What follows belongs to an exercise in optimizing a design on an open flow for small area, a short achievable clock period and few clock cycles; a production flow would make more cautious choices.
Power is estimated from default activity; no workload was simulated.

Setup of xenon:
==> flow/design.v (excerpt) <==
module cpuCore (
  input  logic        CLK,
  input  logic        RST,
  input  logic        en,
  input  logic        start,
  output logic [7:0]  instAddr,
  input  logic [15:0] inst,
  output logic [7:0]  dataAddr,
  output logic        dataWe,
  output logic [15:0] dataOut,
  input  logic [15:0] dataIn,
  output logic        running
);
  localparam logic [4:0] OP_HALT = 5'b00001, OP_LOAD = 5'b00010, OP_STORE = 5'b00011,
    OP_ADD = 5'b10000, OP_ADDI = 5'b10001, OP_SUB = 5'b10011, OP_SUBI = 5'b10100,
    OP_INC = 5'b10110, OP_LDIL = 5'b10111, OP_LDIH = 5'b11000, OP_XOR = 5'b11001,
    OP_AND = 5'b11010, OP_OR = 5'b11011;
  logic        runQ, haltedQ, resumed;
  logic [7:0]  pc;
  logic [15:0] regs [8];
  logic [7:0]  valid;   
  logic [15:0] opA, opB;
  logic [2:0]  eDest;
  logic [3:0]  eOff;
  logic        eWrites, eHalt, eStore, eInvB, eCin, eSra;
  logic        eSelSum, eLogDiff, eLogBoth, eSelShl, eSelShr, eSelLoad;
  logic [15:0] logicOut;
  logic [15:0] sum, shIn, shl, shr, res;
  logic [4:0]  fOp;
  logic [7:0]  fImm;
  logic [15:0] rA, rB, vA, nB, immValA, immValB;
  logic [7:0]  eWriting, usable, matchA, matchB;
  logic        fwdA, fwdB, immA, immB, bUsesD, fWrites;
  assign instAddr = pc;
  assign fOp  = inst[15:11];
  assign fImm = inst[7:0];
  assign bUsesD = (fOp == OP_STORE) || (fOp == OP_ADDI) || (fOp == OP_SUBI);
  assign immA   = (fOp == OP_ADDI) || (fOp == OP_SUBI) || (fOp == OP_LDIL) || (fOp == OP_LDIH);
  always_comb begin
    case (fOp)
      OP_ADDI: immValA = {8'h00, fImm};
      OP_SUBI: immValA = {8'hFF, ~fImm};
      default: immValA = 16'h0000;
    endcase
  end
  always_comb begin
    case (fOp)
      OP_LDIL: begin immB = 1'b1; immValB = {8'h00, fImm}; end
      OP_LDIH: begin immB = 1'b1; immValB = {fImm, 8'h00}; end
      OP_INC:  begin immB = 1'b1; immValB = 16'd1; end
      default: begin immB = 1'b0; immValB = 16'd0; end
    endcase
  end
  always_comb begin
    for (int i = 0; i < 8; i++) begin
      eWriting[i] = runQ && eWrites && eDest == 3'(i);
      usable[i]   = valid[i] && !eWriting[i];
      matchA[i]   = inst[6:4] == 3'(i);
      matchB[i]   = bUsesD ? inst[10:8] == 3'(i) : inst[2:0] == 3'(i);
    end
  end
  ...
For scale: about 980 cells after synthesis, about 200 flip-flops.
Settings: LEC_CHECK=0, CAP_MARGIN=20, CORE_AREA=5.06 5.44 215.41 214.88, CTS_BUF_LIST=sky130_fd_sc_hd__clkbuf_4 sky130_fd_sc_hd__clkbuf_8, DIE_AREA=0 0 220.41 220.32, PLACE_DENSITY=0.65, SETUP_SLACK_MARGIN=2.0, SLEW_MARGIN=20, TNS_END_PERCENT=20; clock period 5.0 ns.
standard.sh (not shown) runs the stock make flow with config.mk's settings and CLKGATE_MAP_FILE= SYNTH_SCRIPT=/design/flow/synth_recipe.tcl, a recipe that flattens the netlist after the stock synthesis.
==> flow/flow/run.sh <==
#!/bin/bash
# Standard layout, with the port buffers made of sky130_fd_sc_hd__buf_1
# instead of the delay buffer buffer_ports picks by default.
set -euo pipefail
export BUFFER_PORTS_ARGS="-buffer_cell sky130_fd_sc_hd__buf_1"
bash standard.sh > standard.log 2>&1
Inputs modified between xenon and zinc:
- PLACE_DENSITY no longer set, was 0.65
- CTS_BUF_LIST now sky130_fd_sc_hd__clkbuf_8 sky130_fd_sc_hd__clkbuf_16, was sky130_fd_sc_hd__clkbuf_4 sky130_fd_sc_hd__clkbuf_8
Results
| power | zinc vs xenon | 0.25 mW higher |. Delta (zinc minus xenon): global placement routability congestion decreased about 5%, count of vias placed by the detailed router decreased 230, core utilization did not really move, combinational group power went down. zinc ended up with a lower clock-buffer cell count than xenon did.
Function was not checked in any run of this note: the RTL went through the layout flow alone.

job 4789:
The RTL this note starts from:
==> flow/design.v <==
`timescale 1ns/1ps
module cpuCore (
  input  logic        CLK,
  input  logic        RST,
  input  logic        en,
  input  logic        start,
  output logic [7:0]  instAddr,
  input  logic [15:0] inst,
  output logic [7:0]  dataAddr,
  output logic        dataWe,
  output logic [15:0] dataOut,
  input  logic [15:0] dataIn,
  output logic        running
);
  localparam logic [4:0] OP_HALT = 5'b00001, OP_LOAD = 5'b00010, OP_STORE = 5'b00011,
    OP_ADD = 5'b10000, OP_ADDI = 5'b10001, OP_SUB = 5'b10011, OP_SUBI = 5'b10100,
    OP_INC = 5'b10110, OP_LDIL = 5'b10111, OP_LDIH = 5'b11000, OP_XOR = 5'b11001,
    OP_AND = 5'b11010, OP_OR = 5'b11011;
  logic        runQ, haltedQ, resumed;
  logic [7:0]  pc;
  logic [15:0] regs [8];
  logic [7:0]  valid;   
  logic [15:0] opA, opB;
  logic [2:0]  eDest;
  logic [3:0]  eOff;
  logic        eWrites, eHalt, eStore, eInvB, eCin, eSra;
  logic        eSelSum, eLogDiff, eLogBoth, eSelShl, eSelShr, eSelLoad;
  logic [15:0] logicOut;
  logic [15:0] sum, shIn, shl, shr, res;
  logic [4:0]  fOp;
  logic [7:0]  fImm;
  logic [15:0] rA, rB, vA, nB, immValA, immValB;
  logic [7:0]  eWriting, usable, matchA, matchB;
  logic        fwdA, fwdB, immA, immB, bUsesD, fWrites;
  assign instAddr = pc;
  assign fOp  = inst[15:11];
  assign fImm = inst[7:0];
  assign bUsesD = (fOp == OP_STORE) || (fOp == OP_ADDI) || (fOp == OP_SUBI);
  assign immA   = (fOp == OP_ADDI) || (fOp == OP_SUBI) || (fOp == OP_LDIL) || (fOp == OP_LDIH);
  always_comb begin
    case (fOp)
      OP_ADDI: immValA = {8'h00, fImm};
      OP_SUBI: immValA = {8'hFF, ~fImm};
      default: immValA = 16'h0000;
    endcase
  end
  always_comb begin
    case (fOp)
      OP_LDIL: begin immB = 1'b1; immValB = {8'h00, fImm}; end
      OP_LDIH: begin immB = 1'b1; immValB = {fImm, 8'h00}; end
      OP_INC:  begin immB = 1'b1; immValB = 16'd1; end
      default: begin immB = 1'b0; immValB = 16'd0; end
    endcase
  end
  always_comb begin
    for (int i = 0; i < 8; i++) begin
      eWriting[i] = runQ && eWrites && eDest == 3'(i);
      usable[i]   = valid[i] && !eWriting[i];
      matchA[i]   = inst[6:4] == 3'(i);
      matchB[i]   = bUsesD ? inst[10:8] == 3'(i) : inst[2:0] == 3'(i);
    end
  end
  assign fwdA = |(matchA & eWriting) && !immA;
  assign fwdB = |(matchB & eWriting) && !immB;
  always_comb begin
    rA = '0;
    rB = '0;
    for (int i = 0; i < 8; i++) begin
      rA = rA | ({16{matchA[i] && usable[i] && !immA}} & regs[i]);
      rB = rB | ({16{matchB[i] && usable[i] && !immB}} & regs[i]);
    end
  end
  assign vA = rA | ({16{immA}} & immValA) | ({16{fwdA}} & res);
  assign nB = rB | immValB | ({16{fwdB}} & res);
  assign fWrites = (fOp == OP_LOAD) || (fOp[4] && fOp != 5'b10010 && fOp != 5'b10101);
  always_ff @(posedge CLK) begin
    opA      <= vA;
    opB      <= nB;
    eDest    <= inst[10:8];
    eOff     <= inst[3:0];
    eWrites  <= fWrites;
    eHalt    <= (fOp == OP_HALT);
    eStore   <= (fOp == OP_STORE);
    eInvB    <= (fOp == OP_SUB);
    eCin     <= (fOp == OP_SUB) || (fOp == OP_SUBI);
    eSra     <= fOp[0] && fOp[4:1] == 4'b1111;
    eSelSum  <= (fOp == OP_ADD) || (fOp == OP_ADDI) || (fOp == OP_SUB) ||
                (fOp == OP_SUBI) || (fOp == OP_INC) || (fOp == OP_LDIL) || (fOp == OP_LDIH);
    eLogDiff <= (fOp == OP_XOR) || (fOp == OP_OR);
    eLogBoth <= (fOp == OP_AND) || (fOp == OP_OR);
    eSelShl  <= (fOp[4:1] == 4'b1110);
    eSelShr  <= (fOp[4:1] == 4'b1111);
    eSelLoad <= (fOp == OP_LOAD);
  end
  assign sum = opA + (opB ^ {16{eInvB}}) + {15'd0, eCin};
  always_comb begin
    for (int i = 0; i < 16; i++) begin
      shIn[i] = eSelShl ? opA[15-i] : opA[i];
    end
    shr = 16'($signed({eSra & opA[15], shIn}) >>> opB[3:0]);
    for (int i = 0; i < 16; i++) begin
      shl[i] = shr[15-i];
    end
  end
  assign logicOut = ((opA ^ opB) & {16{eLogDiff}}) | ((opA & opB) & {16{eLogBoth}});
  assign res = ({16{eSelSum}}  & sum) |
               logicOut |
               ({16{eSelShl}}  & shl) |
               ({16{eSelShr}}  & shr) |
               ({16{eSelLoad}} & dataIn);
  always_ff @(posedge CLK) begin
    if (runQ && eWrites) begin
      regs[eDest] <= res;
    end
  end
  always_ff @(posedge CLK or posedge RST) begin
    if (RST) begin
      valid <= '0;
    end else if (runQ && eWrites) begin
      valid[eDest] <= 1'b1;
    end
  end
  assign dataAddr = opA[7:0] + {4'h0, eOff};
  assign dataOut  = opB;
  assign dataWe   = runQ && eStore;
  assign running = runQ && !(eHalt && !resumed);
  always_ff @(posedge CLK or posedge RST) begin
    if (RST) begin
      runQ    <= 1'b0;
      haltedQ <= 1'b0;
      resumed <= 1'b0;
      pc      <= '0;
    end else begin
      resumed <= 1'b0;
      if (runQ) begin
        if (eHalt) begin
          runQ    <= 1'b0;
          haltedQ <= 1'b1;
        end else if (!en) begin
          runQ <= 1'b0;   
        end else begin
          pc <= pc + 8'd1;
        end
      end else if (en && start && !haltedQ) begin
        runQ    <= 1'b1;
        resumed <= 1'b1;
        pc      <= pc + 8'd1;
      end
    end
  end
endmodule
clock: 5.0 ns
lec_check: 0
abc_clock_period_in_ps: 3500
cap_margin: 20
core_area: 5.06 5.44 215.41 214.88
cts_buf_list: sky130_fd_sc_hd__clkbuf_4 sky130_fd_sc_hd__clkbuf_8
die_area: 0 0 220.41 220.32
setup_slack_margin: 2.0
slew_margin: 20
tns_end_percent: 20
Scripts as last shown in full above: flow/flow/run.sh
Changes in job 2196 relative to job 4789:
# job 4789
export LEC_CHECK = 0
export ABC_CLOCK_PERIOD_IN_PS = 3500
export CAP_MARGIN = 20
export CORE_AREA = 5.06 5.44 215.41 214.88
export CTS_BUF_LIST = sky130_fd_sc_hd__clkbuf_4 sky130_fd_sc_hd__clkbuf_8
export DIE_AREA = 0 0 220.41 220.32
export SETUP_SLACK_MARGIN = 2.0
export SLEW_MARGIN = 20
export TNS_END_PERCENT = 20
create_clock -name core_clock -period 5.0 [get_ports {CLK}]
# job 2196
export LEC_CHECK = 0
export CAP_MARGIN = 20
export CORE_AREA = 5.06 5.44 215.41 214.88
export CTS_BUF_LIST = sky130_fd_sc_hd__clkbuf_4 sky130_fd_sc_hd__clkbuf_8
export DIE_AREA = 0 0 220.41 220.32
export SETUP_SLACK_MARGIN = 2.0
export SLEW_MARGIN = 20
export TNS_END_PERCENT = 30
create_clock -name core_clock -period 5.0 [get_ports {CLK}]
==> run summary <==
On total of fill cells in the finished design, job 2196 and job 4789 are basically level. Side by side, power share of the sequential group turned out lower in job 2196 than in job 4789. Between job 2196 and job 4789, the non-clock buffer count is lower for job 4789. On met1 track demand over resource in global routing, job 2196 and job 4789 are neck and neck. Job 2196 has completed all stages; timing, DRC and antenna checks passed. Compared with job 4789, job 2196 shows a lower time the worst path needs with I/O delays and setup. Per the comparison of job 2196 with job 4789, worst slew slack as a fraction of its limit lost 0.44 points; overall routed net length comparable.
#### Input delta (job 9002 over job 2196)
# job 2196
export LEC_CHECK = 0
export CAP_MARGIN = 20
export CORE_AREA = 5.06 5.44 215.41 214.88
export CTS_BUF_LIST = sky130_fd_sc_hd__clkbuf_4 sky130_fd_sc_hd__clkbuf_8
export DIE_AREA = 0 0 220.41 220.32
export SETUP_SLACK_MARGIN = 2.0
export SLEW_MARGIN = 20
export TNS_END_PERCENT = 30
create_clock -name core_clock -period 5.0 [get_ports {CLK}]
# job 9002
export LEC_CHECK = 0
export CAP_MARGIN = 20
export CORE_MARGIN = 2
export CORE_UTILIZATION = 55
export CTS_BUF_LIST = sky130_fd_sc_hd__clkbuf_4 sky130_fd_sc_hd__clkbuf_8
export SETUP_SLACK_MARGIN = 2.0
export SLEW_MARGIN = 20
export TNS_END_PERCENT = 20
create_clock -name core_clock -period 5.0 [get_ports {CLK}]
Results
- Job 9002 vs job 2196 — final non-filler cell area dropped by a few percent
- Compared with job 2196, job 9002 shows first-pass GRT wire length that has gone down by a few percent.
- Per the comparison of job 9002 with job 2196, number of antenna violations at the first check in global routing moved down; area growth from synthesis to final layout now smaller.
- Job 2196 and job 9002 ended up with nearly the same required time at the endpoint of the critical path.
Edits applied to the flow inputs when going from job 9002 to job 8125:
# job 9002
export LEC_CHECK = 0
export CAP_MARGIN = 20
export CORE_MARGIN = 2
export CORE_UTILIZATION = 55
export CTS_BUF_LIST = sky130_fd_sc_hd__clkbuf_4 sky130_fd_sc_hd__clkbuf_8
export SETUP_SLACK_MARGIN = 2.0
export SLEW_MARGIN = 20
export TNS_END_PERCENT = 20
create_clock -name core_clock -period 5.0 [get_ports {CLK}]
# job 8125
export LEC_CHECK = 0
export CAP_MARGIN = 20
export CORE_AREA = 5.06 5.44 215.41 214.88
export CTS_BUF_LIST = sky130_fd_sc_hd__clkbuf_4 sky130_fd_sc_hd__clkbuf_8
export DIE_AREA = 0 0 220.41 220.32
export SETUP_SLACK_MARGIN = 2.0
export SLEW_MARGIN = 20
export TNS_END_PERCENT = 5
create_clock -name core_clock -period 5.0 [get_ports {CLK}]
## What came out
Job 8125 vs job 9002 — fraction of area in multi-input gates dropped 1.5 points.
Lower tap cell count was reported by job 9002, not job 8125.
Combined area of the multi-input logic cells for job 8125: about 1.1% down relative to job 9002
Job 8125 has fraction of layout instances using a drive strength above 1 below what job 9002 had.
Cell area up 2.3% in job 8125 wrt job 9002
Compared with job 9002, in job 8125 utilization after layout shows a reduction of 33 points; final worst-path cycle share barely changed; total die area increased about 130%.
Compared with job 9002, job 8125 shows fraction of power spent switching nets lower by 0.80 points.
Measured against each other, job 9002 and job 8125 differ in total power after layout, the higher figure coming from job 9002.
Function was not checked in any run of this note: the RTL went through the layout flow alone.

-- afterwards: timing with drivers on the ports --
How much do the figures lean on ideal ports? The routed layouts below were timed once more, with nothing changed but the port constraints. Step 1, drivers: a clkbuf_16 drives CLK and a buf_2 each remaining input, both assumed. Step 2 adds t to the input delays and takes it off the output delays; t is the mean of the earliest and latest rising clock arrival at the registers after step 1. Input paths then give back, and output paths get back, about the clock's delay inside the block. Slacks: ideal / step 1 / step 2; pairs: ideal / step 1.
run	t, ns	slack for setup (ns)	worst setup path at the end
xenon	0.530	1.563 / 1.563 / 1.452	input to register
zinc	0.484	1.832 / 1.832 / 1.457	input to register
job 4789	0.502	1.837 / 1.807 / 1.441	input to register
job 2196	0.499	1.852 / 1.807 / 1.427	input to register
job 9002	0.510	1.746 / 1.746 / 1.458	input to register
job 8125	0.527	1.750 / 1.743 / 1.305	input to register
After both steps every run listed still meets setup and hold. For job 8125, which loses most, drivers alone change the setup slack by -0.007 ns; drivers and shift together by -0.445 ns.
